Background: an optimization exercise with open tools, aiming at small area and a short achievable clock period. Do not read the settings as production practice. Where RTL was checked, it was by simulation tests only, not by an equivalence proof against the original. For runs 1 to 3, only the layout was checked, not whether the RTL still works. No activity file was given, so power comes from the tool's default toggle rates.

`flow/run.sh`:
```
#!/bin/bash
# The standard ORFS flow with three changes: synthesis leaves adders to ABC
# (no full/half-adder cell extraction), ports are buffered with buf_2, and
# timing repair aims at a setup slack margin of 19 ns. make's output goes to
# standard.log; each tool's own log is under orfs/logs.
bash standard.sh ADDER_MAP_FILE= SETUP_SLACK_MARGIN=19 "BUFFER_PORTS_ARGS=-buffer_cell sky130_fd_sc_hd__buf_2" finish > standard.log 2>&1
```
`standard.sh`:
```
#!/bin/bash
# synth_recipe.tcl (not shown) runs the flow's synth.tcl, then flattens the netlist and writes it again
# the make line also repeats each setting of config.mk as NAME=value (left out here)
make -C /OpenROAD-flow-scripts/flow DESIGN_CONFIG=/design/flow/config.mk WORK_HOME=/design/flow/orfs CLKGATE_MAP_FILE= SYNTH_SCRIPT=/design/flow/synth_recipe.tcl "${@:-finish}"
```
`config.mk`:
```
export PLATFORM = sky130hd
export DESIGN_NAME = execStage
export DESIGN_NICKNAME = execStage
export VERILOG_FILES = /design/flow/design.v
export SDC_FILE = /design/flow/constraint.sdc
export NUM_CORES = 4
export LEC_CHECK = 0
export ABC_AREA = 1
export CAP_MARGIN = 20
export CORE_MARGIN = 2
export CORE_UTILIZATION = 40
export PLACE_DENSITY = 0.6
export SLEW_MARGIN = 20
```
`constraint.sdc`:
```
create_clock -name core_clock -period 32.0 [get_ports {clk}]
set_input_delay 6.4000 -clock core_clock [delete_from_list [all_inputs] [get_ports {clk}]]
set_output_delay 6.4000 -clock core_clock [all_outputs]
set_load 0.01 [all_outputs]
```
`design.v`:
```
package execPkg;
    localparam int DataWidth = 16;    
    localparam int AddrWidth = 16;    
    localparam int ShiftBits = 4;     
    typedef enum logic [5:0] {
        OpLw1  = 6'd0,     
        OpLw2  = 6'd1,     
        OpLw3  = 6'd2,     
        OpSw1  = 6'd3,     
        OpSw2  = 6'd4,     
        OpMov  = 6'd5,
        OpAdd  = 6'd6,
        OpSub  = 6'd7,
        OpMul  = 6'd8,
        OpDiv  = 6'd9,
        OpAnd  = 6'd10,
        OpOr   = 6'd11,
        OpShl  = 6'd12,
        OpShr  = 6'd13,
        OpCmp  = 6'd14,    
        OpNot  = 6'd15,
        OpJr   = 6'd16,    
        OpJpc  = 6'd17,    
        OpBrfl = 6'd18,    
        OpCall = 6'd19,
        OpRet  = 6'd20,
        OpNop  = 6'd21
    } opcodeE;
    typedef enum logic [1:0] {
        CondAlways = 2'd0,
        CondLess   = 2'd1,
        CondEqual  = 2'd2
    } condE;
endpackage
`timescale 1ns/1ps
import execPkg::*;
module controlDecoder (
    input  logic [5:0] opcode,
    output logic       regWrite,
    output logic       memRead,
    output logic       memWrite,
    output logic       isBranch,     
    output logic       isJpc,
    output logic       isBrfl,
    output logic       stackPush,
    output logic       stackPop,
    output logic       isCompare,
    output logic       isDiv,
    output logic       illegal
);
    always_comb begin
        regWrite  = 1'b0;
        memRead   = 1'b0;
        memWrite  = 1'b0;
        isBranch  = 1'b0;
        isJpc     = 1'b0;
        isBrfl    = 1'b0;
        stackPush = 1'b0;
        stackPop  = 1'b0;
        isCompare = 1'b0;
        isDiv     = 1'b0;
        illegal   = 1'b0;
        case (opcode)
            6'd0, 6'd1: begin
                regWrite = 1'b1;
                memRead  = 1'b1;
            end
            6'd2, 6'd5, 6'd6, 6'd7, 6'd8, 6'd10, 6'd11, 6'd12, 6'd13, 6'd15:
                regWrite = 1'b1;
            6'd9: begin
                regWrite = 1'b1;
                isDiv    = 1'b1;
            end
            6'd3, 6'd4: memWrite  = 1'b1;
            6'd14:      isCompare = 1'b1;
            6'd16:      isBranch  = 1'b1;
            6'd17:      isJpc     = 1'b1;
            6'd18:      isBrfl    = 1'b1;
            6'd19: begin
                regWrite  = 1'b1;
                isBranch  = 1'b1;
                stackPush = 1'b1;
            end
            6'd20: begin
                isBranch = 1'b1;
                stackPop = 1'b1;
            end
            6'd21: ;
            default: illegal = 1'b1;
        endcase
    end
endmodule
`timescale 1ns/1ps
import execPkg::*;
module aluCore (
    input  logic [5:0]  opcode,
    input  logic [15:0] operandA,
    input  logic [15:0] operandB,
    input  logic [15:0] immediate,
    input  logic [15:0] pc,
    input  logic [15:0] stackTop,
    output logic [15:0] dataResult,
    output logic [15:0] addrResult,
    output logic [15:0] divB3,        
    output logic        cmpEqual,
    output logic        cmpLess
);
    assign divB3 = operandB + {operandB[14:0], 1'b0};
    logic [7:0] quotHi;
    logic [7:0] rem [0:4];
    assign rem[0] = '0;
    for (genvar k = 0; k < 4; k++) begin : gDiv
        localparam int W = 2*k + 2;
        logic [W-1:0] t, r;
        if (k == 0) begin : gT0
            assign t = operandA[15:14];
        end else begin : gTn
            assign t = {rem[k][W-3:0], operandA[15-2*k:14-2*k]};
        end
        divStep4 #(.W(W)) uStep (.t(t), .b(operandB), .b3(divB3), .q(quotHi[7-2*k:6-2*k]), .r(r));
        assign rem[k+1] = 8'(r);
    end
    logic        isShl, isShr;
    logic [15:0] aRev, mulA, mulB, product, productRev, shiftOneHot;
    assign isShl = (opcode == 6'd12);
    assign isShr = (opcode == 6'd13);
    assign shiftOneHot = 16'd1 << operandB[3:0];
    for (genvar b = 0; b < 16; b++) begin : gRev
        assign aRev[b]       = operandA[15-b];
        assign productRev[b] = product[15-b];
    end
    assign mulA = isShr ? aRev : operandA;
    assign mulB = (isShl || isShr) ? shiftOneHot : operandB;
    mulLow16 uMul (.a(mulA), .b(mulB), .p(product));
    logic opMem1, opAdd, opSub, opCall, opJpc;
    assign opMem1 = (opcode == 6'd0) || (opcode == 6'd3);
    assign opAdd  = (opcode == 6'd6);
    assign opSub  = (opcode == 6'd7) || (opcode == 6'd14);
    assign opCall = (opcode == 6'd19);
    assign opJpc  = (opcode == 6'd17);
    logic [15:0] addX, addY;
    logic [16:0] sum;
    assign addX = (opCall || opJpc) ? pc : operandA;
    always_comb begin
        if (opAdd)                    addY = operandB;
        else if (opSub)               addY = ~operandB;
        else if (opMem1 || opJpc)     addY = immediate;
        else                          addY = '0;
    end
    assign sum = {1'b0, addX} + {1'b0, addY} + 17'(opSub || opCall);
    assign cmpLess  = ~sum[16];
    assign cmpEqual = (sum[15:0] == '0);
    logic [3:0]  logicTable;
    logic [15:0] logicResult;
    always_comb begin
        case (opcode)
            6'd5:    logicTable = 4'b1010;     
            6'd10:   logicTable = 4'b1000;     
            6'd11:   logicTable = 4'b1110;     
            6'd15:   logicTable = 4'b0011;     
            default: logicTable = 4'b0000;
        endcase
    end
    for (genvar b = 0; b < 16; b++) begin : gLogic
        assign logicResult[b] = logicTable[{operandA[b], operandB[b]}];
    end
    logic selSum, selImm, selProd, selProdRev, isDivOp;
    assign selSum     = (opcode == 6'd0) || (opcode == 6'd1) || (opcode == 6'd3) || (opcode == 6'd4) ||
                        (opcode == 6'd6) || (opcode == 6'd7) || (opcode == 6'd19);
    assign selImm     = (opcode == 6'd2);
    assign selProd    = (opcode == 6'd8) || (opcode == 6'd12);
    assign selProdRev = (opcode == 6'd13);
    assign isDivOp    = (opcode == 6'd9);
    logic [15:0] otherResult;
    assign otherResult = ({16{selSum}} & sum[15:0]) | ({16{selImm}} & immediate) |
                         ({16{selProd}} & product) | ({16{selProdRev}} & productRev) | logicResult;
    assign dataResult = isDivOp ? {quotHi, rem[4]} : otherResult;
    logic selB, selA, selSum2, selImm2, selStack;
    assign selB     = (opcode == 6'd3) || (opcode == 6'd4) || (opcode == 6'd9);
    assign selA     = (opcode == 6'd16) || (opcode == 6'd19);
    assign selSum2  = (opcode == 6'd17);
    assign selImm2  = (opcode == 6'd18);
    assign selStack = (opcode == 6'd20);
    assign addrResult = ({16{selB}} & operandB) | ({16{selA}} & operandA) | ({16{selSum2}} & sum[15:0]) |
                        ({16{selImm2}} & immediate) | ({16{selStack}} & stackTop);
endmodule
module divTail (
    input  logic [7:0]  quotHi,
    input  logic [7:0]  remIn,       
    input  logic [7:0]  aLow,        
    input  logic [15:0] b,
    input  logic [15:0] b3,
    output logic [15:0] quot
);
    logic [15:0] rem [0:4];
    assign rem[0] = 16'(remIn);
    assign quot[15:8] = quotHi;
    for (genvar k = 0; k < 4; k++) begin : gDiv
        localparam int W = 2*k + 10;
        logic [W-1:0] t, r;
        assign t = {rem[k][W-3:0], aLow[7-2*k:6-2*k]};
        divStep4 #(.W(W)) uStep (.t(t), .b(b), .b3(b3), .q(quot[7-2*k:6-2*k]), .r(r));
        assign rem[k+1] = 16'(r);
    end
endmodule
module divStep4 #(parameter int W = 2) (
    input  logic [W-1:0] t,
    input  logic [15:0]  b,
    input  logic [15:0]  b3,
    output logic [1:0]   q,
    output logic [W-1:0] r
);
    logic [W-1:0] d1, d2, d3;
    logic         o1, o2, o3;      
    logic         z1, z2, z3;      
    logic         c1, c2, c3;      
    logic [W-1:0] b2;
    assign b2 = {b[W-2:0], 1'b0};
    subBorrow #(.W(W)) uS1 (.t(t), .y(b[W-1:0]),  .d(d1), .borrow(o1));
    subBorrow #(.W(W)) uS2 (.t(t), .y(b2),        .d(d2), .borrow(o2));
    subBorrow #(.W(W)) uS3 (.t(t), .y(b3[W-1:0]), .d(d3), .borrow(o3));
    if (W == 16) begin : gZ16
        assign z1 = 1'b1;
    end else begin : gZn
        assign z1 = ~|b[15:W];
    end
    assign z2 = ~|b[15:W-1];
    assign z3 = (b <= 16'(((1 << W) - 1) / 3));    
    assign c1 = z1 & ~o1;
    assign c2 = z2 & ~o2;
    assign c3 = z3 & ~o3;
    assign q[1] = c2;
    assign q[0] = c3 | (c1 & ~c2);
    assign r = c3 ? d3 : c2 ? d2 : c1 ? d1 : t;
endmodule
module subBorrow #(parameter int W = 4) (
    input  logic [W-1:0] t,
    input  logic [W-1:0] y,
    output logic [W-1:0] d,
    output logic         borrow
);
    localparam int L = (W <= 2) ? 1 : (W <= 4) ? 2 : (W <= 8) ? 3 : (W <= 16) ? 4 : 5;
    logic [W-1:0] yn, g, a, c;
    logic [W-1:0] gl [0:L];
    logic [W-1:0] al [0:L];
    assign yn = ~y;
    assign g = t & yn;
    assign a = t | yn;
    assign gl[0] = {g[W-1:1], a[0]};
    assign al[0] = a;
    for (genvar l = 0; l < L; l++) begin : gL
        for (genvar i = 0; i < W; i++) begin : gI
            localparam int J = ((i >> l) << l) - 1;
            if (((i >> l) & 1) == 1) begin : gC
                assign gl[l+1][i] = gl[l][i] | (al[l][i] & gl[l][J]);
                assign al[l+1][i] = al[l][i] & al[l][J];
            end else begin : gP
                assign gl[l+1][i] = gl[l][i];
                assign al[l+1][i] = al[l][i];
            end
        end
    end
    if (W == 1) begin : gC1
        assign c = 1'b1;
    end else begin : gCn
        assign c = {gl[L][W-2:0], 1'b1};
    end
    assign borrow = ~gl[L][W-1];
    assign d = (t ^ c) ^ yn;
endmodule
module mulLow16 (
    input  logic [15:0] a,
    input  logic [15:0] b,
    output logic [15:0] p
);
    logic [7:0]  neg, one, two;
    logic [16:0] bx;
    logic [16:0] ax;
    assign bx = {b, 1'b0};
    assign ax = {a, 1'b0};
    for (genvar j = 0; j < 8; j++) begin : gEnc
        assign neg[j] = bx[2*j+2];
        assign one[j] = bx[2*j+1] ^ bx[2*j];
        assign two[j] = (bx[2*j+2] & ~bx[2*j+1] & ~bx[2*j]) | (~bx[2*j+2] & bx[2*j+1] & bx[2*j]);
    end
    logic [15:0] pp0;
    for (genvar i = 0; i < 16; i++) begin : gPp0
        assign pp0[i] = ((one[0] & ax[i+1]) | (two[0] & ax[i])) ^ neg[0];
    end
    logic [13:0] pp1;
    for (genvar i = 0; i < 14; i++) begin : gPp1
        assign pp1[i] = ((one[1] & ax[i+1]) | (two[1] & ax[i])) ^ neg[1];
    end
    logic [11:0] pp2;
    for (genvar i = 0; i < 12; i++) begin : gPp2
        assign pp2[i] = ((one[2] & ax[i+1]) | (two[2] & ax[i])) ^ neg[2];
    end
    logic [9:0] pp3;
    for (genvar i = 0; i < 10; i++) begin : gPp3
        assign pp3[i] = ((one[3] & ax[i+1]) | (two[3] & ax[i])) ^ neg[3];
    end
    logic [7:0] pp4;
    for (genvar i = 0; i < 8; i++) begin : gPp4
        assign pp4[i] = ((one[4] & ax[i+1]) | (two[4] & ax[i])) ^ neg[4];
    end
    logic [5:0] pp5;
    for (genvar i = 0; i < 6; i++) begin : gPp5
        assign pp5[i] = ((one[5] & ax[i+1]) | (two[5] & ax[i])) ^ neg[5];
    end
    logic [3:0] pp6;
    for (genvar i = 0; i < 4; i++) begin : gPp6
        assign pp6[i] = ((one[6] & ax[i+1]) | (two[6] & ax[i])) ^ neg[6];
    end
    logic [1:0] pp7;
    for (genvar i = 0; i < 2; i++) begin : gPp7
        assign pp7[i] = ((one[7] & ax[i+1]) | (two[7] & ax[i])) ^ neg[7];
    end
    logic [15:0] x, y;
    logic w1, w2, w3, w4, w5, w6, w7, w8, w9, w10, w11, w12, w13, w14, w15, w16, w17, w18, w19, w20, w21, w22, w23, w24, w25, w26, w27, w28, w29, w30, w31, w32, w33, w34, w35, w36, w37, w38, w39, w40, w41, w42, w43, w44, w45, w46, w47, w48, w49, w50, w51, w52, w53, w54, w55, w56, w57, w58, w59, w60, w61, w62, w63, w64, w65, w66, w67, w68, w69, w70, w71, w72, w73, w74, w75, w76, w77, w78, w79, w80, w81, w82, w83, w84, w85, w86, w87, w88, w89, w90, w91, w92, w93, w94, w95, w96, w97, w98, w99, w100, w101, w102, w103, w104, w105;
    assign x[0] = neg[0];
    assign y[0] = pp0[0];
    assign x[1] = pp0[1];
    assign y[1] = 1'b0;
    assign w1 = neg[1] ^ pp0[2];
    assign w2 = neg[1] & pp0[2];
    assign x[2] = pp1[0];
    assign y[2] = w1;
    assign w3 = pp0[3] ^ pp1[1];
    assign w4 = pp0[3] & pp1[1];
    assign x[3] = w2;
    assign y[3] = w3;
    assign w5 = neg[2] ^ pp0[4] ^ pp1[2];
    assign w6 = (neg[2] & pp0[4]) | (pp1[2] & (neg[2] ^ pp0[4]));
    assign w7 = pp2[0] ^ w4;
    assign w8 = pp2[0] & w4;
    assign x[4] = w5;
    assign y[4] = w7;
    assign w9 = pp0[5] ^ pp1[3] ^ pp2[1];
    assign w10 = (pp0[5] & pp1[3]) | (pp2[1] & (pp0[5] ^ pp1[3]));
    assign w11 = w8 ^ w6;
    assign w12 = w8 & w6;
    assign x[5] = w9;
    assign y[5] = w11;
    assign w13 = neg[3] ^ pp0[6] ^ pp1[4];
    assign w14 = (neg[3] & pp0[6]) | (pp1[4] & (neg[3] ^ pp0[6]));
    assign w15 = pp2[2] ^ pp3[0] ^ w10;
    assign w16 = (pp2[2] & pp3[0]) | (w10 & (pp2[2] ^ pp3[0]));
    assign w17 = w13 ^ w12;
    assign w18 = w13 & w12;
    assign x[6] = w15;
    assign y[6] = w17;
    assign w19 = pp0[7] ^ pp1[5] ^ pp2[3];
    assign w20 = (pp0[7] & pp1[5]) | (pp2[3] & (pp0[7] ^ pp1[5]));
    assign w21 = pp3[1] ^ w14 ^ w19;
    assign w22 = (pp3[1] & w14) | (w19 & (pp3[1] ^ w14));
    assign w23 = w16 ^ w18;
    assign w24 = w16 & w18;
    assign x[7] = w21;
    assign y[7] = w23;
    assign w25 = neg[4] ^ pp0[8] ^ pp1[6];
    assign w26 = (neg[4] & pp0[8]) | (pp1[6] & (neg[4] ^ pp0[8]));
    assign w27 = pp2[4] ^ pp3[2] ^ pp4[0];
    assign w28 = (pp2[4] & pp3[2]) | (pp4[0] & (pp2[4] ^ pp3[2]));
    assign w29 = w20 ^ w25 ^ w27;
    assign w30 = (w20 & w25) | (w27 & (w20 ^ w25));
    assign w31 = w22 ^ w24;
    assign w32 = w22 & w24;
    assign x[8] = w29;
    assign y[8] = w31;
    assign w33 = pp0[9] ^ pp1[7] ^ pp2[5];
    assign w34 = (pp0[9] & pp1[7]) | (pp2[5] & (pp0[9] ^ pp1[7]));
    assign w35 = pp3[3] ^ pp4[1] ^ w26;
    assign w36 = (pp3[3] & pp4[1]) | (w26 & (pp3[3] ^ pp4[1]));
    assign w37 = w28 ^ w33 ^ w30;
    assign w38 = (w28 & w33) | (w30 & (w28 ^ w33));
    assign w39 = w35 ^ w32;
    assign w40 = w35 & w32;
    assign x[9] = w37;
    assign y[9] = w39;
    assign w41 = neg[5] ^ pp0[10] ^ pp1[8];
    assign w42 = (neg[5] & pp0[10]) | (pp1[8] & (neg[5] ^ pp0[10]));
    assign w43 = pp2[6] ^ pp3[4] ^ pp4[2];
    assign w44 = (pp2[6] & pp3[4]) | (pp4[2] & (pp2[6] ^ pp3[4]));
    assign w45 = pp5[0] ^ w34 ^ w41;
    assign w46 = (pp5[0] & w34) | (w41 & (pp5[0] ^ w34));
    assign w47 = w43 ^ w36 ^ w45;
    assign w48 = (w43 & w36) | (w45 & (w43 ^ w36));
    assign w49 = w38 ^ w40;
    assign w50 = w38 & w40;
    assign x[10] = w47;
    assign y[10] = w49;
    assign w51 = pp0[11] ^ pp1[9] ^ pp2[7];
    assign w52 = (pp0[11] & pp1[9]) | (pp2[7] & (pp0[11] ^ pp1[9]));
    assign w53 = pp3[5] ^ pp4[3] ^ pp5[1];
    assign w54 = (pp3[5] & pp4[3]) | (pp5[1] & (pp3[5] ^ pp4[3]));
    assign w55 = w42 ^ w44 ^ w51;
    assign w56 = (w42 & w44) | (w51 & (w42 ^ w44));
    assign w57 = w53 ^ w46 ^ w55;
    assign w58 = (w53 & w46) | (w55 & (w53 ^ w46));
    assign w59 = w48 ^ w57;
    assign w60 = w48 & w57;
    assign x[11] = w50;
    assign y[11] = w59;
    assign w61 = neg[6] ^ pp0[12] ^ pp1[10];
    assign w62 = (neg[6] & pp0[12]) | (pp1[10] & (neg[6] ^ pp0[12]));
    assign w63 = pp2[8] ^ pp3[6] ^ pp4[4];
    assign w64 = (pp2[8] & pp3[6]) | (pp4[4] & (pp2[8] ^ pp3[6]));
    assign w65 = pp5[2] ^ pp6[0] ^ w52;
    assign w66 = (pp5[2] & pp6[0]) | (w52 & (pp5[2] ^ pp6[0]));
    assign w67 = w54 ^ w61 ^ w63;
    assign w68 = (w54 & w61) | (w63 & (w54 ^ w61));
    assign w69 = w56 ^ w65 ^ w67;
    assign w70 = (w56 & w65) | (w67 & (w56 ^ w65));
    assign w71 = w58 ^ w69;
    assign w72 = w58 & w69;
    assign x[12] = w60;
    assign y[12] = w71;
    assign w73 = pp0[13] ^ pp1[11] ^ pp2[9];
    assign w74 = (pp0[13] & pp1[11]) | (pp2[9] & (pp0[13] ^ pp1[11]));
    assign w75 = pp3[7] ^ pp4[5] ^ pp5[3];
    assign w76 = (pp3[7] & pp4[5]) | (pp5[3] & (pp3[7] ^ pp4[5]));
    assign w77 = pp6[1] ^ w62 ^ w64;
    assign w78 = (pp6[1] & w62) | (w64 & (pp6[1] ^ w62));
    assign w79 = w73 ^ w75 ^ w66;
    assign w80 = (w73 & w75) | (w66 & (w73 ^ w75));
    assign w81 = w68 ^ w77 ^ w79;
    assign w82 = (w68 & w77) | (w79 & (w68 ^ w77));
    assign w83 = w70 ^ w72;
    assign w84 = w70 & w72;
    assign x[13] = w81;
    assign y[13] = w83;
    assign w85 = neg[7] ^ pp0[14] ^ pp1[12];
    assign w86 = (neg[7] & pp0[14]) | (pp1[12] & (neg[7] ^ pp0[14]));
    assign w87 = pp2[10] ^ pp3[8] ^ pp4[6];
    assign w88 = (pp2[10] & pp3[8]) | (pp4[6] & (pp2[10] ^ pp3[8]));
    assign w89 = pp5[4] ^ pp6[2] ^ pp7[0];
    assign w90 = (pp5[4] & pp6[2]) | (pp7[0] & (pp5[4] ^ pp6[2]));
    assign w91 = w74 ^ w76 ^ w85;
    assign w92 = (w74 & w76) | (w85 & (w74 ^ w76));
    assign w93 = w87 ^ w89 ^ w78;
    assign w94 = (w87 & w89) | (w78 & (w87 ^ w89));
    assign w95 = w91 ^ w80 ^ w93;
    assign w96 = (w91 & w80) | (w93 & (w91 ^ w80));
    assign w97 = w82 ^ w95;
    assign w98 = w82 & w95;
    assign x[14] = w84;
    assign y[14] = w97;
    assign w99 = pp0[15] ^ pp1[13] ^ pp2[11];
    assign w100 = pp3[9] ^ pp4[7] ^ pp5[5];
    assign w101 = pp6[3] ^ pp7[1] ^ w86;
    assign w102 = w88 ^ w90 ^ w100;
    assign w103 = w99 ^ w101 ^ w92;
    assign w104 = w102 ^ w94 ^ w103;
    assign w105 = w96 ^ w104;
    assign x[15] = w98;
    assign y[15] = w105;
    assign p = x + y;
endmodule
`timescale 1ns/1ps
import execPkg::*;
module commitStage (
    input  logic        clk,
    input  logic        rstN,
    input  logic        inValid,
    input  logic        regWrite,
    input  logic        memRead,
    input  logic        memWrite,
    input  logic        isBranch,
    input  logic        isJpc,
    input  logic        isBrfl,
    input  logic        stackPush,
    input  logic        stackPop,
    input  logic        isCompare,
    input  logic        isDiv,
    input  logic        illegal,
    input  logic [15:0] dataResult,
    input  logic [15:0] addrResult,
    input  logic [15:0] divB3,
    input  logic [7:0]  divALow,
    input  logic        cmpEqual,
    input  logic        cmpLess,
    output logic        outValid,
    output logic        regWriteEn,
    output logic        writeFromMem,
    output logic [15:0] writeData,
    output logic        memReadEn,
    output logic        memWriteEn,
    output logic [15:0] memAddr,
    output logic [15:0] memWriteData,
    output logic        branchTaken,
    output logic [15:0] branchTarget,
    output logic        pushReturn,
    output logic        popReturn,
    output logic        illegalOp
);
    logic        flagEqual;
    logic        flagLess;
    logic [15:0] dataQ;
    logic [15:0] addrQ;
    logic [15:0] b3Q;
    logic [7:0]  aLowQ;
    logic        isDivQ;
    logic        memReadQ;
    always_ff @(posedge clk) begin
        if (!rstN) begin
            flagEqual   <= 1'b0;
            flagLess    <= 1'b0;
            outValid    <= 1'b0;
            regWriteEn  <= 1'b0;
            memReadQ    <= 1'b0;
            memWriteEn  <= 1'b0;
            branchTaken <= 1'b0;
            pushReturn  <= 1'b0;
            popReturn   <= 1'b0;
            illegalOp   <= 1'b0;
        end else begin
            if (inValid && isCompare) begin
                flagEqual <= cmpEqual;
                flagLess  <= cmpLess;
            end
            outValid    <= inValid;
            regWriteEn  <= inValid && regWrite;
            memReadQ    <= inValid && memRead;
            memWriteEn  <= inValid && memWrite;
            branchTaken <= inValid && (isBranch || (isJpc && flagLess) || (isBrfl && flagEqual));
            pushReturn  <= inValid && stackPush;
            popReturn   <= inValid && stackPop;
            illegalOp   <= inValid && illegal;
        end
    end
    always_ff @(posedge clk) begin
        dataQ  <= dataResult;
        addrQ  <= addrResult;
        b3Q    <= divB3;
        aLowQ  <= divALow;
        isDivQ <= isDiv;
    end
    logic [15:0] quot;
    divTail divTail_i (
        .quotHi(dataQ[15:8]), .remIn(dataQ[7:0]), .aLow(aLowQ),
        .b(addrQ), .b3(b3Q), .quot(quot)
    );
    assign memReadEn    = memReadQ;
    assign writeFromMem = memReadQ;
    assign writeData    = isDivQ ? quot : dataQ;
    assign memAddr      = dataQ;
    assign memWriteData = addrQ;
    assign branchTarget = addrQ;
endmodule
`timescale 1ns/1ps
import execPkg::*;
module execStage (
    input  logic                 clk,
    input  logic                 rstN,
    input  logic                 inValid,
    input  execPkg::opcodeE               opcode,
    input  logic [execPkg::DataWidth-1:0] operandA,
    input  logic [execPkg::DataWidth-1:0] operandB,
    input  logic [execPkg::DataWidth-1:0] immediate,
    input  logic [execPkg::AddrWidth-1:0] pc,
    input  logic [execPkg::AddrWidth-1:0] stackTop,
    output logic                 outValid,
    output logic                 regWriteEn,
    output logic                 writeFromMem,
    output logic [execPkg::DataWidth-1:0] writeData,
    output logic                 memReadEn,
    output logic                 memWriteEn,
    output logic [execPkg::AddrWidth-1:0] memAddr,
    output logic [execPkg::DataWidth-1:0] memWriteData,
    output logic                 branchTaken,
    output logic [execPkg::AddrWidth-1:0] branchTarget,
    output logic                 pushReturn,
    output logic                 popReturn,
    output logic                 illegalOp
);
    logic        regWrite, memRead, memWrite, isBranch, isJpc, isBrfl;
    logic        stackPush, stackPop, isCompare, isDiv, illegal;
    logic [15:0] divB3;
    logic [15:0] dataResult, addrResult;
    logic        cmpEqual, cmpLess;
    controlDecoder controlDecoder_i (
        .opcode(opcode), .regWrite(regWrite), .memRead(memRead), .memWrite(memWrite),
        .isBranch(isBranch), .isJpc(isJpc), .isBrfl(isBrfl),
        .stackPush(stackPush), .stackPop(stackPop),
        .isCompare(isCompare), .isDiv(isDiv), .illegal(illegal)
    );
    aluCore aluCore_i (
        .opcode(opcode), .operandA(operandA), .operandB(operandB),
        .immediate(immediate), .pc(pc), .stackTop(stackTop),
        .dataResult(dataResult), .addrResult(addrResult), .divB3(divB3),
        .cmpEqual(cmpEqual), .cmpLess(cmpLess)
    );
    commitStage commitStage_i (
        .clk(clk), .rstN(rstN), .inValid(inValid),
        .regWrite(regWrite), .memRead(memRead), .memWrite(memWrite),
        .isBranch(isBranch), .isJpc(isJpc), .isBrfl(isBrfl),
        .stackPush(stackPush), .stackPop(stackPop),
        .isCompare(isCompare), .isDiv(isDiv), .illegal(illegal),
        .dataResult(dataResult), .addrResult(addrResult),
        .divB3(divB3), .divALow(operandA[7:0]),
        .cmpEqual(cmpEqual), .cmpLess(cmpLess),
        .outValid(outValid), .regWriteEn(regWriteEn), .writeFromMem(writeFromMem),
        .writeData(writeData), .memReadEn(memReadEn), .memWriteEn(memWriteEn),
        .memAddr(memAddr), .memWriteData(memWriteData), .branchTaken(branchTaken),
        .branchTarget(branchTarget), .pushReturn(pushReturn), .popReturn(popReturn),
        .illegalOp(illegalOp)
    );
endmodule
```
==> results of run 1 <==
==> critical path: cells and delay by family, from the launching register on <==
| kind | cells | cell delay, ns |
|---|---|---|
| AOI/OAI and AO/OA | 5 | 0.86 |
| DFF | 1 | 0.41 |
| and+or+nand+nor | 34 | 3.61 |
| buffers and inverters | 6 | 0.90 |
==> layer usage <==
layer / up-vias / part of all wire [%]
met5: - / 0
met4: 0 / 6.1
met3: 243 / 8.8
met2: 1086 / 44
met1: 9922 / 41
li1: 11258 / -
==> where the power goes <==
part / switching (mW) / internal, mW
combinational: 1.05 / 0.522
clock: 0.0479 / 0.0689
sequential: 0.0174 / 0.0932
total: 1.12 / 0.684
==> metrics by stage <==
| stage | hold slack (ns) | instance area, µm² | util (%) |
|---|---|---|---|
| 6_report | 0.4779 | 19850 | 43.94 |
| 4_1_cts | 0.4725 | 19510 | 43.18 |
| 5_1_grt | 0.5011 | 19850 | 43.94 |
| 3_3_place_gp | 0.4565 | 19150 | 42.39 |
| 3_5_place_dp | 0.4583 | 19150 | 42.39 |
| 2_1_floorplan | 0.4418 | 18210 | - |
==> sequential cells by signal (all words and copies together) (netlist names), 8 cells and up <==
| register | cells |
|---|---|
| commitStage_i.aLowQ | 8 |
| commitStage_i.dataQ | 16 |
| commitStage_i.b3Q | 16 |
| commitStage_i.addrQ | 16 |
==> synthesized netlist by cell type (5+ instances only) <==
master     number  area, µm²
buf_2          34      170.2
xnor2_1        57      499.2
a21oi_2        10      87.58
maj3_1          7      70.07
a21oi_1       126      630.6
dfxtp_1        67       1341
and2_1          6      37.54
clkbuf_1       42      157.7
nand2_2        71      444.2
nand2_1      1147       4305
nand3_1       340       1702
a21boi_0        5      37.54
nor3_1         13      65.06
o2111ai_1      11      96.34
clkinv_1       13      48.80
o21ai_0       145      725.7
nand2_4        16      180.2
a211oi_1        6      45.04
inv_2          51      191.4
nor2_2         12      75.07
or2_1           7      43.79
a21o_1          6      45.04
o22ai_1        62      387.9
xor2_1        209       1831
inv_1         359       1348
o211ai_1       55      412.9
o21ai_2         9      78.83
buf_6          16      180.2
o21ai_1        31      155.2
o31ai_1         5      37.54
a221oi_1       23      201.4
nor2_1        280       1051
nand3b_1        8      60.06
a31oi_1         5      31.28
nand3_2        27      270.3
or2_2          45      281.5
nor2_4          8      90.09
buf_4          33      247.7
nand4_1        29      181.4
buf_1           5      18.77
==> cells by family after synthesis <==
| kind of cell | Yosys count | share of synthesized area [%] |
|---|---|---|
| AO/OA/AOI/OAI | 524 | 17.67 |
| adder cells (fa/ha/maj) | 8 | 0.4467 |
| buffers and inverters | 556 | 13.13 |
| AND/OR/NAND/NOR | 2016 | 48.59 |
| XOR/XNOR | 266 | 12.80 |
| flip-flops | 67 | 7.367 |
==> cell type report <==
type	instances	area share [%]
clock buffers	9	1.134
clock inverters	7	0.5042
repair buffers	208	5.855
well taps	600	3.781
flip-flops and latches	67	6.957
inverters	425	8.211
multi-input cells	2816	73.56
==> worst paths after layout <==
kind	from	to	slack (ns)	depth (start not counted)
hold / removal	commitStage_i.flagEqual$_SDFFE_PN0P_	commitStage_i.flagEqual$_SDFFE_PN0P_	0.48	2
setup reg to reg	commitStage_i.flagLess$_SDFFE_PN0P_	commitStage_i.branchTaken$_SDFF_PN0_	31.22	4
setup / recovery	commitStage_i.dataQ[3]$_DFF_P_	writeData[0]	19.45	45
hold reg to reg	commitStage_i.flagEqual$_SDFFE_PN0P_	commitStage_i.flagEqual$_SDFFE_PN0P_	0.48	2
==> timing repair <==
| action | in CTS | in global routing |
|---|---|---|
| setup endpoints to repair | 2 | 8 |
| resized for setup | 7 | 58 |
| gates cloned | 0 | 2 |
| pin swaps | 2 | 11 |
| buffers inserted | 2 | 21 |
==> summary.md, run 1 <==
| Metric | Value |
|---|---|
| Status | `no timing/DRC/antenna violations` |
| Data required time at the worst endpoint | `25.60 ns` |
| Total placed cells including tap cells | `4091` |
| Cell repeated most along the worst path | `nand2_1` |
| Dominant register cell in the synthesized netlist | `dfxtp_1` |
| CTS Root Cell | `clkbuf_16` |
| Number of library cell types mapped by synthesis | `61` |
| Antenna violations before repair | `0` |
| Worst Skew | `0.0004916 ns` |
| Clock latency of the later-clocked register in the worst-skew pair | `0.35 ns` |
| M1 GR Usage | `38.61%` |
| Met2 usage in global routing | `49.09%` |
| Initial core utilization | `40.29%` |
| Crit path largest cell delay | `0.41 ns` |
| Worst hold path class | `reg -> reg` |
| Clock tree from TritonCTS | `yes` |
| Total setup violations reported at the end of the flow | `0` |
| Areal power density over the cells | `90.72 mW/mm²` |
| Area taken by flip-flops and latches | `0.001381 mm²` |
| Reported leakage power | `10.81 nW` |
| Syn Std Cell Area | `0.01821 mm²` |
| Maxcap violations | `0` |
| Sinks on the clock net | `67` |
| CP startpoint kind | `flip-flop` |
| Count of yosys warnings during synthesis | `30` |
| Post-synth EDFFs | `0` |
| Wire per inst | `17.69 µm` |
| Gate count of the mapped netlist | `3437` |
| Via count of the first global-routing pass | `20216` |
| Fillcell total | `5079` |
| Die extent in x | `217.4 µm` |
| IO buf count | `161` |
| First-pass GRT wire length | `112600 µm` |
| Wire length reported by the detailed router | `73080 µm` |
| Worst Path Class, Setup | `reg -> out` |
| Overall track demand over capacity in global routing | `30.15%` |
| Critical path endpoint category | `output pin` |
| Final Non-Filler Cells | `4132` |
| Clock-pin slew of the registers on the worst-case setup and hold paths | `0.06 ns` |
| Ratio of routed vias to standard cells | `5.447` |
| Dpl hpwl | `58770 µm` |
| Synthesized area divided by synthesized cell count | `5.297 µm²` |
| Die Y-Extent | `217.4 µm` |
| Count of antenna diodes in the layout | `0` |
| Total iterations of the first detailed-routing run | `7` |
| Relative area change from synthesis to final layout | `9.043%` |
| Min Clock Period, post-route | `12.55 ns` |
| Core area | `0.04519 mm²` |
| Share of synthesized area occupied by flip-flops and latches | `7.367%` |
| Setup slack after layout | `19.45 ns` |
| Count of vias placed by the detailed router | `22509` |
| Relative slew slack | `28.38%` |
| Most common library cell in the layout ignoring fill and taps | `nand2_1` |
| Slew Limit Fails | `0` |
| Placer's final routability congestion estimate | `1.001` |
| Max Freq | `79.69 MHz` |
| Arrival time of the worst setup path | `6.15 ns` |
| Number of levels in the clock H-tree | `3` |
| Total Neg Setup Slack | `0 ns` |
| Yosys reg bits | `67` |
| Share of final-layout standard cells stronger than drive strength 1 | `14.86%` |
| Worst vdd rail ir drop | `0.00009092 V` |
| Async S/R FF share, synth | `0%` |
| Slowest-stage cell, CP | `dfxtp_2` |
| Global-route track usage on met3 | `3.704%` |
| Share of the cycle needed by the critical path after routing | `39.21%` |
| Commonest cells after routing, fill and taps aside | `1142 x nand2_1, 353 x inv_1, 338 x nand3_1, 277 x nor2_1, 209 x xor2_1` |
| Slew at the pin closest to its max-slew limit | `1.065 ns` |
| Drt drc | `0` |
| Multi-input gate area | `0.01460 mm²` |
| Overall power consumption | `1.801 mW` |
| Unrepaired setup endpoints after global routing | `yes` |
| Pin count of the biggest net entering global routing | `39` |
| Number of routed nets with antenna violations | `0` |
| Hold Vio Cnt, Final | `0` |
| Overall die area | `0.04724 mm²` |
| Highest-utilization routing layer at the global route stage | `met2` |
| CTS Buffer Depth | `2` |
| GRT Residual Overflow | `0` |
| Worst-path fanout max | `20` |
| Worst setup slack after placement | `18.98 ns` |
| Placement Rows | `78` |
| First-iteration detailed-routing DRC count | `2585` |
| Post-CTS Hold Buffers | `0` |
| Net count, final | `3616` |
| Boundary pin count | `162` |
| TritonCTS Buffers | `9` |
| Total nets after synthesis | `3526` |
==> run 2, diff against run 1 <==
==> flow/run.sh (replaced) <==
#!/bin/bash
# The standard ORFS flow with three changes: synthesis leaves adders to ABC
# (no full/half-adder cell extraction), ports are buffered with buf_2, and
# timing repair aims at a setup slack margin of 19.5 ns on the worst 10% of endpoints. make's output goes to
# standard.log; each tool's own log is under orfs/logs.
bash standard.sh ADDER_MAP_FILE= SETUP_SLACK_MARGIN=19.5 TNS_END_PERCENT=10 "BUFFER_PORTS_ARGS=-buffer_cell sky130_fd_sc_hd__buf_2" finish > standard.log 2>&1
==> summary.md, run 2 <==
| Metric | Value |
|---|---|
| Synth top area cells | `nand2_1 24%, xor2_1 10%, nand3_1 9.3%, inv_1 7.4%, dfxtp_1 7.4% (unchanged)` |
| Critical path endpoint category | `output pin (unchanged)` |
| Reported leakage power | `11.37 nW (was 10.81 nW)` |
| Areal power density over the cells | `92.89 mW/mm² (was 90.72 mW/mm²)` |
| Initial core utilization | `40.29% (unchanged)` |
| Max Freq | `81.43 MHz (was 79.69 MHz)` |
| Worst Path Class, Setup | `reg -> out (unchanged)` |
| Regs by FF count | `commitStage_i.addrQ x16, commitStage_i.b3Q x16, commitStage_i.dataQ x16 (unchanged)` |
| Core area | `0.04519 mm² (unchanged)` |
| Status | `no timing/DRC/antenna violations (unchanged)` |
| Number of levels in the clock H-tree | `3 (unchanged)` |
| Placer's final routability congestion estimate | `1.001 (unchanged)` |
| Total nets after synthesis | `3526 (unchanged)` |
| Min Clock Period, post-route | `12.28 ns (was 12.55 ns)` |
| Clock-pin slew of the registers on the worst-case setup and hold paths | `0.06 ns (about the same)` |
| Unrepaired setup endpoints after global routing | `yes (unchanged)` |
| Count of yosys warnings during synthesis | `30 (unchanged)` |
| Worst setup slack after placement | `18.98 ns (unchanged)` |
| Crit path largest cell delay | `0.38 ns (was 0.41 ns)` |
| Ratio of routed vias to standard cells | `5.513 (was 5.447)` |
| Overall track demand over capacity in global routing | `30.21% (was 30.15%)` |
| Most common library cell in the layout ignoring fill and taps | `nand2_1 (unchanged)` |
| Wire length reported by the detailed router | `76210 µm (was 73080 µm)` |
| Share of the cycle needed by the critical path after routing | `38.38% (was 39.21%)` |
| Overall die area | `0.04724 mm² (unchanged)` |
| Via count of the first global-routing pass | `20286 (was 20216)` |
| GRT Residual Overflow | `0 (unchanged)` |
| Post-synth EDFFs | `0 (unchanged)` |
| Count of antenna diodes in the layout | `0 (unchanged)` |
| CTS Buffer Depth | `2 (unchanged)` |
| Synthesized area divided by synthesized cell count | `5.297 µm² (unchanged)` |
| Cell repeated most along the worst path | `nand2_2 (was nand2_1)` |
| Net count, final | `3696 (was 3616)` |
| IO buf count | `161 (unchanged)` |
| Pin count of the biggest net entering global routing | `39 (unchanged)` |
| M1 WL | `30590 µm (was 30220 µm)` |
| Most repeated cell in the gate-level netlist after synthesis | `nand2_1 (unchanged)` |
| Number of routed nets with antenna violations | `0 (unchanged)` |
| Worst hold slack across all endpoints | `0.4748 ns (was 0.4779 ns)` |
| Async S/R FF share, synth | `0% (unchanged)` |
| Total Neg Setup Slack | `0 ns (unchanged)` |
| Number of library cell types mapped by synthesis | `61 (unchanged)` |
| Data required time at the worst endpoint | `25.60 ns (about the same)` |
| Syn Std Cell Area | `0.01821 mm² (unchanged)` |
| Final Non-Filler Cells | `4212 (was 4132)` |
| Synth top cells by count | `1147 x nand2_1, 359 x inv_1, 340 x nand3_1 (unchanged)` |
| Share of synthesized area occupied by flip-flops and latches | `7.367% (unchanged)` |
| Fillcell total | `4944 (was 5079)` |
| Routed length on met2 | `33700 µm (was 31980 µm)` |
| Relative slew slack | `29.82% (was 28.38%)` |
| Synth top area share | `23.65% (unchanged)` |
| Worst Skew | `0.0005659 ns (was 0.0004916 ns)` |
| Hold Vio Cnt, Final | `0 (unchanged)` |
| Setup slack, reg-to-reg | `31.20 ns (was 31.22 ns)` |
| Count of vias placed by the detailed router | `23220 (was 22509)` |
| Worst hold path class | `reg -> reg (unchanged)` |
| Drt drc | `0 (unchanged)` |
| End-of-flow core utilization | `46.98% (was 43.94%)` |
| Die Y-Extent | `217.4 µm (unchanged)` |
| Gate count of the mapped netlist | `3437 (unchanged)` |
| Setup slack after layout | `19.72 ns (was 19.45 ns)` |
| Share of final-layout standard cells stronger than drive strength 1 | `19.77% (was 14.86%)` |
| Wire per inst | `18.09 µm (was 17.69 µm)` |
| Slew Limit Fails | `0 (unchanged)` |
| Antenna violations before repair | `0 (unchanged)` |
| Dominant register cell in the synthesized netlist | `dfxtp_1 (unchanged)` |
| Total setup violations reported at the end of the flow | `0 (unchanged)` |
| Sinks on the clock net | `67 (unchanged)` |
| Highest metal layer with signal wires | `met4 (unchanged)` |
| Clock tree from TritonCTS | `yes (unchanged)` |
| CP startpoint kind | `flip-flop (unchanged)` |
| First-iteration detailed-routing DRC count | `2775 (was 2585)` |
| Relative area change from synthesis to final layout | `16.60% (was 9.043%)` |
| Maxcap violations | `0 (unchanged)` |
| Routed wire length on met3 | `7359 µm (was 6444 µm)` |
| Slew at the pin closest to its max-slew limit | `1.044 ns (was 1.065 ns)` |
| First-pass GRT wire length | `112800 µm (was 112600 µm)` |
| Largest area contributor in the synthesized netlist | `nand2_1 (unchanged)` |
| Total placed cells including tap cells | `4091 (unchanged)` |
| Slowest-stage cell, CP | `dfxtp_4 (was dfxtp_2)` |
| Post-CTS Hold Buffers | `0 (unchanged)` |
| CTS Root Cell | `clkbuf_16 (unchanged)` |
| Commonest cells after routing, fill and taps aside | `1097 x nand2_1, 347 x inv_1, 316 x nand3_1, 260 x nor2_1, 209 x xor2_1 (was 1142 x nand2_1, 353 x inv_1, 338 x nand3_1, 277 x nor2_1, 209 x xor2_1)` |
| Total iterations of the first detailed-routing run | `9 (was 7)` |
| Die extent in x | `217.4 µm (unchanged)` |
| Worst-path fanout max | `7 (was 20)` |
| Arrival time of the worst setup path | `5.88 ns (was 6.15 ns)` |
| Placement Rows | `78 (unchanged)` |
| Clock latency of the later-clocked register in the worst-skew pair | `0.36 ns (was 0.35 ns)` |
| Yosys reg bits | `67 (unchanged)` |
| Dpl hpwl | `58770 µm (unchanged)` |
| Worst vdd rail ir drop | `0.00009094 V (was 0.00009092 V)` |
| TritonCTS Buffers | `9 (unchanged)` |
| Boundary pin count | `162 (unchanged)` |
## run 2: routing by layer
layer | vias to the layer above | track usage, %
met4 | 0 | 16.30
li1 | 11435 | -
met2 | 1246 | 49.22
met3 | 274 | 3.941
met1 | 10265 | 38.64
met5 | - | 0
## run 2: logic make-up after synthesis
| family | synth area share (%) |
|---|---|
| DFF | 7.367 |
| buffers and inverters | 13.13 |
| and+or+nand+nor | 48.59 |
| AOI/OAI and AO/OA | 17.67 |
| adders and majority gates | 0.4467 |
| xor gates and xnor gates | 12.80 |
## run 2: area by class of cell
| type | count | area, µm² | area share, % |
|---|---|---|---|
| Timing Repair inverter | 1 | 8.758 | 0.04126 |
| Timing Repair Buffer | 275 | 1759 | 8.287 |
| Sequential cell | 67 | 1406 | 6.625 |
| Multi-Input combinational cell | 2828 | 15290 | 72.03 |
| Clock buffer | 9 | 225.2 | 1.061 |
| Clock inverter | 7 | 100.1 | 0.4715 |
| Inverter | 425 | 1688 | 7.951 |
| Tap cell | 600 | 750.7 | 3.536 |
## run 2: worst paths after layout
check                                                           from                                    to  depth (start not counted)
worst min-delay path            commitStage_i.flagEqual$_SDFFE_PN0P_  commitStage_i.flagEqual$_SDFFE_PN0P_                          2
worst min register to register  commitStage_i.flagEqual$_SDFFE_PN0P_  commitStage_i.flagEqual$_SDFFE_PN0P_                          2
worst max register to register   commitStage_i.flagLess$_SDFFE_PN0P_  commitStage_i.branchTaken$_SDFF_PN0_                          4
worst max-delay path                  commitStage_i.addrQ[5]$_DFF_P_                          writeData[1]                         44
## run 2: timing repair
action,in CTS,in global routing
buffers inserted,8,81
pin swaps,3,64
gates resized for setup,42,208
endpoints found under the setup margin,3,20
gates cloned,0,16
## run 2: worst max-delay path, delay by kind of cell (launching register included)
| family | cells | cell delay [ns] |
|---|---|---|
| buffers and inverters | 7 | 1.06 |
| and+or+nand+nor | 31 | 3.09 |
| DFF | 1 | 0.38 |
| AOI/OAI and AO/OA | 6 | 0.92 |
## run 2: power breakdown
group          switching (mW)  internal (mW)
Sequential             0.0164         0.0933
Clock                  0.0479         0.0689
Combinational            1.15          0.599
Total                    1.21          0.762
## run 2: through the flow
step	power (mW)	cell area, µm²
2_1_floorplan	1.312	18210
3_3_place_gp	1.626	19150
3_5_place_dp	1.621	19150
4_1_cts	1.768	19660
5_1_grt	2.171	21230
6_report	1.972	21230
==> run 3, diff against run 2 <==
==> flow/run.sh (replaced) <==
#!/bin/bash
# The standard ORFS flow with three changes: synthesis leaves adders to ABC
# (no full/half-adder cell extraction), ports are buffered with buf_2, and
# timing repair aims at a setup slack margin of 19.5 ns. make's output goes to
# standard.log; each tool's own log is under orfs/logs.
bash standard.sh ADDER_MAP_FILE= SETUP_SLACK_MARGIN=19.5 "BUFFER_PORTS_ARGS=-buffer_cell sky130_fd_sc_hd__buf_2" finish > standard.log 2>&1
==> summary.md, run 3 <==
| Metric | Value |
|---|---|
| Clock latency of the later-clocked register in the worst-skew pair | `0.36 ns (about the same)` |
| Relative slew slack | `28.50% (was 29.82%)` |
| Worst Path Class, Setup | `reg -> out (unchanged)` |
| Die extent in x | `217.4 µm (unchanged)` |
| Cell repeated most along the worst path | `nand2_2 (unchanged)` |
| Slew at the pin closest to its max-slew limit | `1.063 ns (was 1.044 ns)` |
| CTS Buffer Depth | `2 (unchanged)` |
| Largest area contributor in the synthesized netlist | `nand2_1 (unchanged)` |
| Post-synth EDFFs | `0 (unchanged)` |
| Worst-path fanout max | `7 (unchanged)` |
| Most common library cell in the layout ignoring fill and taps | `nand2_1 (unchanged)` |
| Boundary pin count | `162 (unchanged)` |
| Wire length reported by the detailed router | `76450 µm (was 76210 µm)` |
| Gate count of the mapped netlist | `3437 (unchanged)` |
| GRT Residual Overflow | `0 (unchanged)` |
| Total nets after synthesis | `3526 (unchanged)` |
| Antenna violations before repair | `0 (unchanged)` |
| Unrepaired setup endpoints after global routing | `yes (unchanged)` |
| Area of all placed cells without fillers | `0.02132 mm² (was 0.02123 mm²)` |
| Total iterations of the first detailed-routing run | `6 (was 9)` |
| Sinks on the clock net | `67 (unchanged)` |
| Slew Limit Fails | `0 (unchanged)` |
| Worst hold start | `commitStage_i.flagEqual$_SDFFE_PN0P_ (unchanged)` |
| Synthesized area divided by synthesized cell count | `5.297 µm² (unchanged)` |
| IO buf count | `161 (unchanged)` |
| Total placed cells including tap cells | `4091 (unchanged)` |
| Hold Vio Cnt, Final | `0 (unchanged)` |
| Overall track demand over capacity in global routing | `30.21% (unchanged)` |
| Max Freq | `81.04 MHz (was 81.43 MHz)` |
| Count of yosys warnings during synthesis | `30 (unchanged)` |
| Count of vias placed by the detailed router | `23365 (was 23220)` |
| Core area | `0.04519 mm² (unchanged)` |
| Overall power consumption | `1.992 mW (was 1.972 mW)` |
| Synth top cells by count | `1147 x nand2_1, 359 x inv_1, 340 x nand3_1 (unchanged)` |
| Relative area change from synthesis to final layout | `17.09% (was 16.60%)` |
| Arrival time of the worst setup path | `5.94 ns (was 5.88 ns)` |
| Maxcap violations | `0 (unchanged)` |
| Crit path largest cell delay | `0.41 ns (was 0.38 ns)` |
| Number of routed nets with antenna violations | `0 (unchanged)` |
| Reported leakage power | `11.42 nW (was 11.37 nW)` |
| Syn Std Cell Area | `0.01821 mm² (unchanged)` |
| Net count, final | `3703 (was 3696)` |
| First-iteration detailed-routing DRC count | `2733 (was 2775)` |
| Fillcell total | `4944 (unchanged)` |
| Die Y-Extent | `217.4 µm (unchanged)` |
| Most repeated cell in the gate-level netlist after synthesis | `nand2_1 (unchanged)` |
| Status | `no timing/DRC/antenna violations (unchanged)` |
| Area taken by flip-flops and latches | `0.001409 mm² (was 0.001406 mm²)` |
| Clock-pin slew of the registers on the worst-case setup and hold paths | `0.06 ns (about the same)` |
| Number of library cell types mapped by synthesis | `61 (unchanged)` |
| Dpl hpwl | `58770 µm (unchanged)` |
| Wire per inst | `18.12 µm (was 18.09 µm)` |
| Total Neg Setup Slack | `0 ns (unchanged)` |
| Share of final-layout standard cells stronger than drive strength 1 | `20.06% (was 19.77%)` |
| Clock tree from TritonCTS | `yes (unchanged)` |
| CP startpoint kind | `flip-flop (unchanged)` |
| Drt drc | `0 (unchanged)` |
| Placer's final routability congestion estimate | `1.001 (unchanged)` |
| Number of instances on the worst hold path | `2 (unchanged)` |
| Number of levels in the clock H-tree | `3 (unchanged)` |
| Via count of the first global-routing pass | `20286 (unchanged)` |
| Data required time at the worst endpoint | `25.60 ns (about the same)` |
| Setup slack, reg-to-reg | `31.20 ns (about the same)` |
| Regs by FF count | `commitStage_i.addrQ x16, commitStage_i.b3Q x16, commitStage_i.dataQ x16 (unchanged)` |
| TritonCTS Buffers | `9 (unchanged)` |
| Beginning of the worst register-to-register path | `commitStage_i.flagLess$_SDFFE_PN0P_ (unchanged)` |
| Post-CTS Hold Buffers | `0 (unchanged)` |
| First-pass GRT wire length | `112800 µm (unchanged)` |
| Areal power density over the cells | `93.42 mW/mm² (was 92.89 mW/mm²)` |
| Yosys reg bits | `67 (unchanged)` |
| Slowest-stage cell, CP | `dfxtp_2 (was dfxtp_4)` |
| Multi-input gate area | `0.01532 mm² (was 0.01529 mm²)` |
| Count of antenna diodes in the layout | `0 (unchanged)` |
| CTS Root Cell | `clkbuf_16 (unchanged)` |
| Placed cell area | `0.01915 mm² (unchanged)` |
| Critical path endpoint category | `output pin (unchanged)` |
| Overall die area | `0.04724 mm² (unchanged)` |
| Endpoint, Worst Hold | `commitStage_i.flagEqual$_SDFFE_PN0P_ (unchanged)` |
| Share of synthesized area occupied by flip-flops and latches | `7.367% (unchanged)` |
| Synth top area share | `23.65% (unchanged)` |
| Commonest cells after routing, fill and taps aside | `1095 x nand2_1, 347 x inv_1, 315 x nand3_1, 259 x nor2_1, 209 x xor2_1 (was 1097 x nand2_1, 347 x inv_1, 316 x nand3_1, 260 x nor2_1, 209 x xor2_1)` |
| Dominant register cell in the synthesized netlist | `dfxtp_1 (unchanged)` |
| Worst vdd rail ir drop | `0.00009108 V (was 0.00009094 V)` |
| Ratio of routed vias to standard cells | `5.538 (was 5.513)` |
| Synth top area cells | `nand2_1 24%, xor2_1 10%, nand3_1 9.3%, inv_1 7.4%, dfxtp_1 7.4% (unchanged)` |
| Min Clock Period, post-route | `12.34 ns (was 12.28 ns)` |
| Pin count of the biggest net entering global routing | `39 (unchanged)` |
| Worst hold path class | `reg -> reg (unchanged)` |
| Total setup violations reported at the end of the flow | `0 (unchanged)` |
| Placement Rows | `78 (unchanged)` |
| Final Non-Filler Cells | `4219 (was 4212)` |
| Worst Skew | `0.0005704 ns (was 0.0005659 ns)` |
| Async S/R FF share, synth | `0% (unchanged)` |
| Reg2Reg Capture Point | `commitStage_i.branchTaken$_SDFF_PN0_ (unchanged)` |
| Initial core utilization | `40.29% (unchanged)` |
| Share of the cycle needed by the critical path after routing | `38.56% (was 38.38%)` |
| Number of cells on the worst reg-to-reg path | `4 (unchanged)` |
| End-of-flow core utilization | `47.18% (was 46.98%)` |
## run 3: metal layers
layer  track usage, %  vias to the layer above  share of wire, %
met5                0                        -                 0
met4            16.30                        0               5.9
met3            3.941                      260               9.6
met2            49.22                     1279                44
met1            38.64                    10384                40
li1                 -                    11442                 -
## run 3: worst max-delay path by stage
stage                                    startpoint                              end  slack [ns]
floorplan            commitStage_i.addrQ[4]$_DFF_P_                     writeData[1]       21.02
global placement    commitStage_i.addrQ[14]$_DFF_P_                     writeData[1]       19.12
detailed placement  commitStage_i.addrQ[14]$_DFF_P_                     writeData[1]       18.98
CTS                                       opcode[4]  commitStage_i.dataQ[12]$_DFF_P_       19.51
global route         commitStage_i.addrQ[6]$_DFF_P_                     writeData[0]       19.37
finish              commitStage_i.addrQ[13]$_DFF_P_                     writeData[1]       19.66
## run 3: layout make-up
type / count / area share [%]
multi-input cells: 2828 / 71.87
repair buffers: 282 / 8.516
clock buffers: 9 / 1.056
flip-flops and latches: 67 / 6.608
repair inverters: 1 / 0.04108
well taps: 600 / 3.521
inverters: 425 / 7.917
clock inverters: 7 / 0.4695
## run 3: timing repair
action	4_1_cts	5_1_grt
pin swaps	3	69
gates cloned	0	16
endpoints found under the setup margin	3	20
setup buffers	8	88
gates resized for setup	42	218
## run 3: where the power goes
group | leakage (nW) | internal [mW] | switching, mW | total, mW
Sequential | 0.565 | 0.0932 | 0.0164 | 0.110
Clock | 0.160 | 0.0689 | 0.0476 | 0.117
Combinational | 10.7 | 0.614 | 1.15 | 1.77
Total | 11.4 | 0.776 | 1.22 | 1.99
## run 3: cell families after synthesis
logic type	count (synthesis)	share of synthesized area (%)
simple gates	2016	48.59
xor+xnor	266	12.80
fa+ha+maj	8	0.4467
flops	67	7.367
buf+inv	556	13.13
compound gates	524	17.67
## run 3: per-stage QoR
step | hold slack [ns] | setup slack [ns]
after detailed placement | 0.4583 | 18.98
after global routing | 0.5011 | 19.37
after floorplan | 0.4418 | 21.02
final | 0.4748 | 19.66
after CTS | 0.4725 | 19.51
after global placement | 0.4565 | 19.12
## run 3: worst max-delay path: cells and delay by family, from the launching register on
kind,cells,cell delay [ns]
and+or+nand+nor,35,3.66
buffers and inverters,5,0.81
DFF,1,0.41
AOI/OAI and AO/OA,4,0.63
==> run 4, diff against run 3 <==
--- a/design.v
+++ b/design.v
@@ -120,18 +120,17 @@
         divStep4 #(.W(W)) uStep (.t(t), .b(operandB), .b3(divB3), .q(quotHi[7-2*k:6-2*k]), .r(r));
         assign rem[k+1] = 8'(r);
     end
-    logic        isShl, isShr;
-    logic [15:0] aRev, mulA, mulB, product, productRev, shiftOneHot;
+    logic [15:0] product;
+    logic        isShl;
+    logic [15:0] shIn, shOut, shOutRev, aRev;
     assign isShl = (opcode == 6'd12);
-    assign isShr = (opcode == 6'd13);
-    assign shiftOneHot = 16'd1 << operandB[3:0];
     for (genvar b = 0; b < 16; b++) begin : gRev
-        assign aRev[b]       = operandA[15-b];
-        assign productRev[b] = product[15-b];
+        assign aRev[b]     = operandA[15-b];
+        assign shOutRev[b] = shOut[15-b];
     end
-    assign mulA = isShr ? aRev : operandA;
-    assign mulB = (isShl || isShr) ? shiftOneHot : operandB;
-    mulLow16 uMul (.a(mulA), .b(mulB), .p(product));
+    assign shIn  = isShl ? aRev : operandA;
+    assign shOut = shIn >> operandB[3:0];
+    mulLow16 uMul (.a(operandA), .b(operandB), .p(product));
     logic opMem1, opAdd, opSub, opCall, opJpc;
     assign opMem1 = (opcode == 6'd0) || (opcode == 6'd3);
     assign opAdd  = (opcode == 6'd6);
@@ -164,16 +163,18 @@
     for (genvar b = 0; b < 16; b++) begin : gLogic
         assign logicResult[b] = logicTable[{operandA[b], operandB[b]}];
     end
-    logic selSum, selImm, selProd, selProdRev, isDivOp;
+    logic selSum, selImm, selProd, selShl, selShr, isDivOp;
     assign selSum     = (opcode == 6'd0) || (opcode == 6'd1) || (opcode == 6'd3) || (opcode == 6'd4) ||
                         (opcode == 6'd6) || (opcode == 6'd7) || (opcode == 6'd19);
     assign selImm     = (opcode == 6'd2);
-    assign selProd    = (opcode == 6'd8) || (opcode == 6'd12);
-    assign selProdRev = (opcode == 6'd13);
+    assign selProd    = (opcode == 6'd8);
+    assign selShl     = (opcode == 6'd12);
+    assign selShr     = (opcode == 6'd13);
     assign isDivOp    = (opcode == 6'd9);
     logic [15:0] otherResult;
     assign otherResult = ({16{selSum}} & sum[15:0]) | ({16{selImm}} & immediate) |
-                         ({16{selProd}} & product) | ({16{selProdRev}} & productRev) | logicResult;
+                         ({16{selProd}} & product) | ({16{selShl}} & shOutRev) |
+                         ({16{selShr}} & shOut) | logicResult;
     assign dataResult = isDivOp ? {quotHi, rem[4]} : otherResult;
     logic selB, selA, selSum2, selImm2, selStack;
     assign selB     = (opcode == 6'd3) || (opcode == 6'd4) || (opcode == 6'd9);
==> flow/run.sh (replaced) <==
#!/bin/bash
# The standard ORFS flow with three changes: synthesis leaves adders to ABC
# (no full/half-adder cell extraction), ports are buffered with buf_2, and
# timing repair aims at a setup slack margin of 18.5 ns. make's output goes to
# standard.log; each tool's own log is under orfs/logs.
bash standard.sh ADDER_MAP_FILE= SETUP_SLACK_MARGIN=18.5 "BUFFER_PORTS_ARGS=-buffer_cell sky130_fd_sc_hd__buf_2" finish > standard.log 2>&1
==> summary.md, run 4 <==
| Metric | Value |
|---|---|
| Switching part of the total power | `60.61% (was 61.04%)` |
| CTS Root Cell | `clkbuf_16 (unchanged)` |
| Largest area contributor in the synthesized netlist | `nand2_1 (unchanged)` |
| Dominant register cell in the synthesized netlist | `dfxtp_1 (unchanged)` |
| Family with the most delay on the worst path | `simple AND/OR/NAND/NOR gates (unchanged)` |
| Wire per inst | `19.33 µm (was 18.12 µm)` |
| Dpl hpwl | `62050 µm (was 58770 µm)` |
| Share of the cycle needed by the critical path after routing | `40.65% (was 38.56%)` |
| Wire length reported by the detailed router | `79370 µm (was 76450 µm)` |
| Slowest-stage cell, CP | `a21oi_2 (was dfxtp_2)` |
| Placer's final routability congestion estimate | `1.032 (was 1.001)` |
| Slew at the pin closest to its max-slew limit | `1.132 ns (was 1.063 ns)` |
| Overall track demand over capacity in global routing | `32.40% (was 30.21%)` |
| Net Switching | `0.8998 mW (was 1.216 mW)` |
| Regs by FF count | `commitStage_i.addrQ x16, commitStage_i.b3Q x16, commitStage_i.dataQ x16 (unchanged)` |
| Min Clock Period, post-route | `13.01 ns (was 12.34 ns)` |
| First-pass GRT wire length | `119400 µm (was 112800 µm)` |
| Data required time at the worst endpoint | `25.60 ns (about the same)` |
| Areal power density over the cells | `75.24 mW/mm² (was 93.42 mW/mm²)` |
| Die Y-Extent | `217.4 µm (about the same)` |
| Synth top cells by count | `1117 x nand2_1, 362 x nand3_1, 333 x inv_1 (was 1147 x nand2_1, 359 x inv_1, 340 x nand3_1)` |
| Clock latency of the later-clocked register in the worst-skew pair | `0.35 ns (was 0.36 ns)` |
| Worst Skew | `0.007824 ns (was 0.0005704 ns)` |
| Reg power frac | `7.1% (was 5.5%)` |
| Synth top area cells | `nand2_1 23%, nand3_1 9.9%, xor2_1 9.2%, dfxtp_1 7.4%, inv_1 6.9% (was nand2_1 24%, xor2_1 10%, nand3_1 9.3%, inv_1 7.4%, dfxtp_1 7.4%)` |
| Die extent in x | `217.4 µm (about the same)` |
| Synth top area share | `23.01% (was 23.65%)` |
| Most repeated cell in the gate-level netlist after synthesis | `nand2_1 (unchanged)` |
| CP startpoint kind | `flip-flop (unchanged)` |
| Post-synth EDFFs | `0 (unchanged)` |
| Placed cell area | `0.01919 mm² (was 0.01915 mm²)` |
| Async S/R FF share, synth | `0% (unchanged)` |
| Status | `no timing/DRC/antenna violations (unchanged)` |
| Worst-path fanout max | `17 (was 7)` |
| Total Neg Setup Slack | `0 ns (unchanged)` |
| Max Freq | `76.88 MHz (was 81.04 MHz)` |
| Critical path endpoint category | `output pin (unchanged)` |
| Syn Std Cell Area | `0.01822 mm² (was 0.01821 mm²)` |
| Number of buffer and inverter stages on the critical path | `3 (was 5)` |
| First-iteration detailed-routing DRC count | `2544 (was 2733)` |
| Clock tree from TritonCTS | `yes (unchanged)` |
| Worst Path Class, Setup | `reg -> out (unchanged)` |
| Fillcell total | `5122 (was 4944)` |
| Area taken by flip-flops and latches | `0.001344 mm² (was 0.001409 mm²)` |
| Final Non-Filler Cells | `4107 (was 4219)` |
| Gate count of the mapped netlist | `3426 (was 3437)` |
| Crit path largest cell delay | `0.45 ns (was 0.41 ns)` |
| Relative slew slack | `24.01% (was 28.50%)` |
| Gate power share | `86.2% (was 88.6%)` |
| CTS Buffer Depth | `2 (unchanged)` |
| Hold Vio Cnt, Final | `0 (unchanged)` |
| Synthesized area divided by synthesized cell count | `5.318 µm² (was 5.297 µm²)` |
| Total setup violations reported at the end of the flow | `0 (unchanged)` |
| Worst vdd rail ir drop | `0.00005531 V (was 0.00009108 V)` |
| Relative area change from synthesis to final layout | `8.310% (was 17.09%)` |
| Most common library cell in the layout ignoring fill and taps | `nand2_1 (unchanged)` |
| Drt drc | `0 (unchanged)` |
| Reported leakage power | `10.56 nW (was 11.42 nW)` |
| Via count of the first global-routing pass | `20839 (was 20286)` |
| Cell-internal power | `0.5848 mW (was 0.7759 mW)` |
| Total placed cells including tap cells | `4079 (was 4091)` |
| Cell repeated most along the worst path | `nand2_1 (was nand2_2)` |
| Antenna violations before repair | `1 (was 0)` |
| Boundary pin count | `162 (unchanged)` |
| TritonCTS Buffers | `9 (unchanged)` |
| Unrepaired setup endpoints after global routing | `no (was yes)` |
| Count of antenna diodes in the layout | `0 (unchanged)` |
| Ratio of routed vias to standard cells | `5.633 (was 5.538)` |
| Initial core utilization | `40.32% (was 40.29%)` |
| Part of the total power dissipated in the clock network | `6.7% (was 5.9%)` |
| Multi-input gate area | `0.01470 mm² (was 0.01532 mm²)` |
| Worst hold path class | `reg -> reg (unchanged)` |
| IO buf count | `161 (unchanged)` |
| Share of final-layout standard cells stronger than drive strength 1 | `13.54% (was 20.06%)` |
| Count of vias placed by the detailed router | `23133 (was 23365)` |
| Number of levels in the clock H-tree | `3 (unchanged)` |
| Yosys reg bits | `67 (unchanged)` |
| Area of all placed cells without fillers | `0.01973 mm² (was 0.02132 mm²)` |
| Core area | `0.04519 mm² (unchanged)` |
| Worst hold slack across all endpoints | `0.4661 ns (was 0.4748 ns)` |
| Clock-pin slew of the registers on the worst-case setup and hold paths | `0.07 ns (was 0.06 ns)` |
| Number of routed nets with antenna violations | `0 (unchanged)` |
| Total nets after synthesis | `3515 (was 3526)` |
| Commonest cells after routing, fill and taps aside | `1114 x nand2_1, 362 x nand3_1, 333 x inv_1, 296 x nor2_1, 191 x xor2_1 (was 1095 x nand2_1, 347 x inv_1, 315 x nand3_1, 259 x nor2_1, 209 x xor2_1)` |
| Number of library cell types mapped by synthesis | `67 (was 61)` |
| Placement Rows | `78 (unchanged)` |
| Maxcap violations | `0 (unchanged)` |
| Overall die area | `0.04727 mm² (was 0.04724 mm²)` |
| Pin count of the biggest net entering global routing | `35 (was 39)` |
| Slew Limit Fails | `0 (unchanged)` |
| Net count, final | `3591 (was 3703)` |
| Count of yosys warnings during synthesis | `30 (unchanged)` |
| Sinks on the clock net | `67 (unchanged)` |
| Arrival time of the worst setup path | `6.61 ns (was 5.94 ns)` |
| Share of synthesized area occupied by flip-flops and latches | `7.362% (was 7.367%)` |
| Total iterations of the first detailed-routing run | `6 (unchanged)` |
| GRT Residual Overflow | `0 (unchanged)` |
[run 4: cell types whose count changed after synthesis, moves of 11 or more]
cell      delta
buf_2       -21
xor2_1      -18
buf_1       +12
nor2_1      +17
o211ai_1    -22
clkbuf_1    +12
nand2_1     -30
nand3_1     +22
o21ai_0     +37
o221ai_1    +23
o21ai_1     -12
a221oi_1    -17
inv_1       -26
or2_2       -11
[run 4: layout make-up]
cell class	count	share of cell area, %
multi-input cells	2835	74.52
inverters	388	7.457
flip-flops and latches	67	6.810
repair buffers	201	5.878
well taps	600	3.804
clock buffers	9	1.141
clock inverters	7	0.3931
[run 4: path summary, 6_finish.rpt]
path / end / cells after the start / slack, ns / start
max: writeData[1] / 41 / 18.99 / commitStage_i.addrQ[14]$_DFF_P_
min reg2reg: commitStage_i.flagEqual$_SDFFE_PN0P_ / 2 / 0.47 / commitStage_i.flagEqual$_SDFFE_PN0P_
max reg2reg: commitStage_i.branchTaken$_SDFF_PN0_ / 4 / 31.20 / commitStage_i.flagEqual$_SDFFE_PN0P_
min: commitStage_i.flagEqual$_SDFFE_PN0P_ / 2 / 0.47 / commitStage_i.flagEqual$_SDFFE_PN0P_
[run 4: worst reg2reg max path, cell delays in order (launching register included)]
cell and delay [ns]:
dfxtp_1 0.33, nand3_1 0.08, o2111ai_1 0.13, nand4_1 0.13
inv_1 0.07
[run 4: per-layer routing]
metal / part of all wire, % / track usage (%) / up-vias / wire length (µm)
met5: 0 / 0 / - / 0
met4: 6.8 / 20.64 / 0 / 5434
met3: 8.5 / 4.254 / 270 / 6710
met2: 44 / 52.73 / 1142 / 35250
met1: 40 / 40.33 / 10395 / 31980
li1: - / - / 11326 / -
[run 4: what timing repair did]
action	4_1_cts	5_1_grt
gates cloned	0	1
endpoints found under the setup margin	3	2
hold buffers	0	0
setup buffers	0	11
resized for setup	6	15
pin swaps	0	7
[run 4: cells by family after synthesis]
kind of cell / after synthesis / synth area share (%)
flops: 67 / 7.362
simple gates: 2026 / 48.86
buf+inv: 525 / 12.51
fa+ha+maj: 9 / 0.4945
compound gates: 559 / 19.22
xor+xnor: 238 / 11.44
mux: 2 / 0.1099
[run 4: through the flow]
stage                     worst slack (ns)  utilization [%]  total power [mW]
after floorplan                      21.10                -             1.084
after global placement               18.06            42.44             1.319
after detailed placement             17.88            42.46             1.322
after CTS                            18.57            43.20             1.430
after global routing                 18.46            43.67             1.643
final                                18.99            43.67             1.485
[run 4: power groups by stage]
stage / clock [mW] / sequential, mW / combinational [mW]
finish: 0.0997 / 0.105 / 1.28
global route: 0.105 / 0.106 / 1.43
CTS: 0.102 / 0.105 / 1.22
detailed placement: 0 / 0.107 / 1.22
global placement: 0 / 0.106 / 1.21
floorplan: 0 / 0.101 / 0.984

port drivers added, routing unchanged:
The flow's constraints put no driver on any port. The routed layouts listed below were extracted and timed again, unchanged, in two steps.
Step 1: set_driving_cell puts a clkbuf_16 on clk and a buf_2 on each other input, an assumption about the parent block.
Step 2 also shifts input and output timing later by t, the mid clock arrival at the registers, as if the neighbouring blocks saw the same clock.
Three values: ideal, step 1, step 2; two values: the first two.
| run | t, ns | setup slack, ns |
|---|---|---|
| run 1 | 0.409 | 19.452 / 19.400 / 19.309 |
| run 2 | 0.414 | 19.719 / 19.669 / 19.605 |
| run 3 | 0.410 | 19.661 / 19.611 / 19.577 |
| run 4 | 0.383 | 18.993 / 18.953 / 19.162 |
After both steps every run listed still meets setup and hold.
